This design comes from an exercise in tuning for small area, a short achievable clock period and few clock cycles per item on the open sky130 flow, not from production work.
Function was checked by simulation only, so behaviour that the tests miss may differ from the original.

==> flow/design.v <==
module cas_cell #(
   parameter int WIDTH = 32
) (
   input  logic [WIDTH-1:0] a,
   input  logic [WIDTH-1:0] b,
   input  logic             dir,
   output logic             p
);
   logic [31:0] x, y, g0, e0;
   logic [7:0]  g1, e1;
   logic [1:0]  g2, e2;
   logic        gt, eq;
   always_comb begin
      x  = {b[31], a[30:0]};
      y  = {a[31], b[30:0]};
      g0 = x & ~y;
      e0 = ~(x ^ y);
      for (int k = 0; k < 8; k++) begin
         g1[k] = g0[4*k+3] | (e0[4*k+3] & g0[4*k+2]) | (e0[4*k+3] & e0[4*k+2] & g0[4*k+1])
               | (e0[4*k+3] & e0[4*k+2] & e0[4*k+1] & g0[4*k]);
         e1[k] = &e0[4*k +: 4];
      end
      for (int k = 0; k < 2; k++) begin
         g2[k] = g1[4*k+3] | (e1[4*k+3] & g1[4*k+2]) | (e1[4*k+3] & e1[4*k+2] & g1[4*k+1])
               | (e1[4*k+3] & e1[4*k+2] & e1[4*k+1] & g1[4*k]);
         e2[k] = &e1[4*k +: 4];
      end
      gt = g2[1] | (e2[1] & g2[0]);
      eq = e2[1] & e2[0];
   end
   assign p = dir ? (gt | eq) : !gt;
endmodule
module cnt7_thr (
   input  logic [6:0] v,
   output logic [2:0] ta,
   output logic [3:0] tb
);
   assign ta[0] = v[0] | v[1] | v[2];
   assign ta[1] = (v[0] & v[1]) | (v[0] & v[2]) | (v[1] & v[2]);
   assign ta[2] = v[0] & v[1] & v[2];
   assign tb[0] = v[3] | v[4] | v[5] | v[6];
   assign tb[1] = (v[3] & v[4]) | (v[3] & v[5]) | (v[3] & v[6]) | (v[4] & v[5]) | (v[4] & v[6])
                | (v[5] & v[6]);
   assign tb[2] = (v[3] & v[4] & v[5]) | (v[3] & v[4] & v[6]) | (v[3] & v[5] & v[6])
                | (v[4] & v[5] & v[6]);
   assign tb[3] = v[3] & v[4] & v[5] & v[6];
endmodule
module cnt7_sel (
   input  logic [2:0] ta,
   input  logic [3:0] tb,
   output logic [7:0] c
);
   logic [3:0] a;    
   logic [4:0] b;    
   logic [8:0] t;    
   always_comb begin
      a = {ta, 1'b1};
      b = {tb, 1'b1};
      t = '0;
      for (int i = 0; i < 4; i++)
         for (int j = 0; j < 5; j++)
            t[i+j] = t[i+j] | (a[i] & b[j]);
      for (int r = 0; r < 8; r++) c[r] = t[r] & !t[r+1];
   end
endmodule
module pipelined_sorter #(
   parameter int WIDTH  = 32,
   parameter int N      = 8,
   parameter int SIGNED = 1,
   parameter int TW     = (N < 2) ? 1 : $clog2(N)
) (
   input  logic                   clk,
   input  logic                   rst_n,
   input  logic                   in_valid,
   output logic                   in_ready,
   input  logic [N*WIDTH-1:0]     in_data,
   input  logic                   in_descend,
   output logic                   out_valid,
   input  logic                   out_ready,
   output logic [N*TW-1:0]        out_tag,
   output logic [N*WIDTH-1:0]     out_data
);
   localparam int VW = N * WIDTH;
   localparam int TV = N * TW;
   logic [N*N-1:0]  bef;
   logic [N*7-1:0]  thr;       
   logic [N*7-1:0]  thr_q;
   logic [VW-1:0]   key_q;
   logic            vld_q;
   logic [N*N-1:0]  sel;       
   logic [N*N-1:0]  sel_en;    
   logic [VW-1:0]   dat_d;
   logic [TV-1:0]   tag_d;
   logic [VW-1:0]   dat_q;
   logic [TV-1:0]   tag_q;
   logic            ovld_q;
   logic            adv;
   assign out_valid = ovld_q;
   assign out_data  = dat_q;
   assign out_tag   = tag_q;
   assign adv       = !ovld_q || out_ready;
   assign in_ready  = adv;
   genvar i, j;
   generate
      for (i = 0; i < N; i = i + 1) begin : g_row
         for (j = i + 1; j < N; j = j + 1) begin : g_col
            logic p;
            cas_cell #(.WIDTH(WIDTH)) u_cmp (
               .a   (in_data[i*WIDTH +: WIDTH]),
               .b   (in_data[j*WIDTH +: WIDTH]),
               .dir (in_descend),
               .p   (p)
            );
            assign bef[j*N+i] = p;
            assign bef[i*N+j] = !p;
         end
         assign bef[i*N+i] = 1'b0;
      end
      for (i = 0; i < N; i = i + 1) begin : g_rank
         logic [N-2:0] v;
         for (j = 0; j < N; j = j + 1) begin : g_v
            if (j < i)      begin : g_lo assign v[j]   = bef[i*N+j]; end
            else if (j > i) begin : g_hi assign v[j-1] = bef[i*N+j]; end
         end
         cnt7_thr u_thr (.v(v), .ta(thr[i*7 +: 3]), .tb(thr[i*7+3 +: 4]));
         cnt7_sel u_sel (.ta(thr_q[i*7 +: 3]), .tb(thr_q[i*7+3 +: 4]), .c(sel[i*N +: N]));
      end
   endgenerate
   assign sel_en = sel & {(N*N){adv}};
   always_comb begin
      dat_d = dat_q & {VW{!adv}};
      tag_d = tag_q & {TV{!adv}};
      for (int p = 0; p < N; p++) begin
         for (int a = 0; a < N; a++) begin
            dat_d[p*WIDTH +: WIDTH] = dat_d[p*WIDTH +: WIDTH]
                                      | ({WIDTH{sel_en[a*N+p]}} & key_q[a*WIDTH +: WIDTH]);
            tag_d[p*TW +: TW]       = tag_d[p*TW +: TW] | ({TW{sel_en[a*N+p]}} & TW'(a));
         end
      end
   end
   always_ff @(posedge clk or negedge rst_n) begin
      if (!rst_n) begin
         vld_q  <= 1'b0;
         ovld_q <= 1'b0;
      end else if (adv) begin
         vld_q  <= in_valid;
         ovld_q <= vld_q;
      end
   end
   always_ff @(posedge clk) begin
      if (adv) begin
         key_q <= in_data;
         thr_q <= thr;
      end
   end
   always_ff @(posedge clk) begin
      dat_q <= dat_d;
      tag_q <= tag_d;
   end
endmodule
Settings: LEC_CHECK=0, ABC_AREA=1, CAP_MARGIN=20, CORE_MARGIN=2, CORE_UTILIZATION=45, CTS_BUF_LIST=sky130_fd_sc_hd__clkbuf_4 sky130_fd_sc_hd__clkbuf_8, PLACE_DENSITY=0.55, SETUP_SLACK_MARGIN=2.35, SLEW_MARGIN=20; clock period 5.0 ns.
standard.sh (not shown) runs the stock make flow with config.mk's settings and CLKGATE_MAP_FILE= SYNTH_SCRIPT=/design/flow/synth_recipe.tcl, a recipe that flattens the netlist after the stock synthesis.
==> flow/flow/run.sh <==
#!/bin/bash
# Own layout flow: the standard ORFS flow (standard.sh), with the ports buffered by plain
# buffers (buf_1) instead of the default delay-buffer pick, and the resizer free to change a
# cell's footprint (so port buffers and other cells can be resized to any equivalent cell).
set -euo pipefail
bash standard.sh \
   MATCH_CELL_FOOTPRINT=0 \
   "BUFFER_PORTS_ARGS=-buffer_cell sky130_fd_sc_hd__buf_1" \
   finish > standard.log 2>&1
Testbench counts at the start, summed over its fixed seeds: cycles 16,016, items 16,000.
Edit:
--- a/flow/flow/run.sh
+++ b/flow/flow/run.sh
@@ -3 +3 @@
-# buffers (buf_1) instead of the default delay-buffer pick, and the resizer free to change a
+# buffers (buf_2) instead of the default delay-buffer pick, and the resizer free to change a
@@ -8 +8 @@
-   "BUFFER_PORTS_ARGS=-buffer_cell sky130_fd_sc_hd__buf_1" \
+   "BUFFER_PORTS_ARGS=-buffer_cell sky130_fd_sc_hd__buf_2" \
--- a/flow/config.mk
+++ b/flow/config.mk
@@ -11 +11 @@
-export CORE_UTILIZATION = 45
+export CORE_UTILIZATION = 35
@@ -13 +13 @@
-export PLACE_DENSITY = 0.55
+export PLACE_DENSITY = 0.45
Cell count goes up by a few percent.
Global-route usage goes down by 6.1 points.
Register-to-register slack gains 0.04 ns.
Setup slack improves by 0.097 ns.
Sequential share of layout area goes down by 0.46 points.
Via count went down slightly.
Sequential cell count stays the same.
Count of clock-buffer cells in the layout is higher by 13.

[afterwards: timing with drivers on the ports]
How much do the figures lean on ideal ports? The routed layouts below were timed once more, with nothing changed but the port constraints.
Step 1 sets driving cells, clkbuf_16 on the clock port and buf_2 on the other inputs (assumed; they add their load-dependent delay and slew).
Step 2 adds t to the input delays and takes it off the output delays; t is the mean of the earliest and latest rising clock arrival at the registers after step 1. Input paths then give back, and output paths get back, about the clock's delay inside the block.
a / b / c = ideal ports / drivers / drivers and shift; a / b = the first two.
| run | t (ns) | slack for setup (ns) | hold slack, ns | worst register clock-pin slew, ns |
|---|---|---|---|---|
| the first run | 0.845 | 2.184 / 2.117 / 1.501 | 0.407 / 0.369 / 0.452 | 0.07 / 0.07 |
| the second run | 0.899 | 2.280 / 2.209 / 1.480 | 0.365 / 0.320 / 0.452 | 0.07 / 0.07 |
After both steps every run listed still meets setup and hold. The setup slack of the second run, which loses most, moves by -0.071 ns with the drivers and by -0.800 ns with both steps.
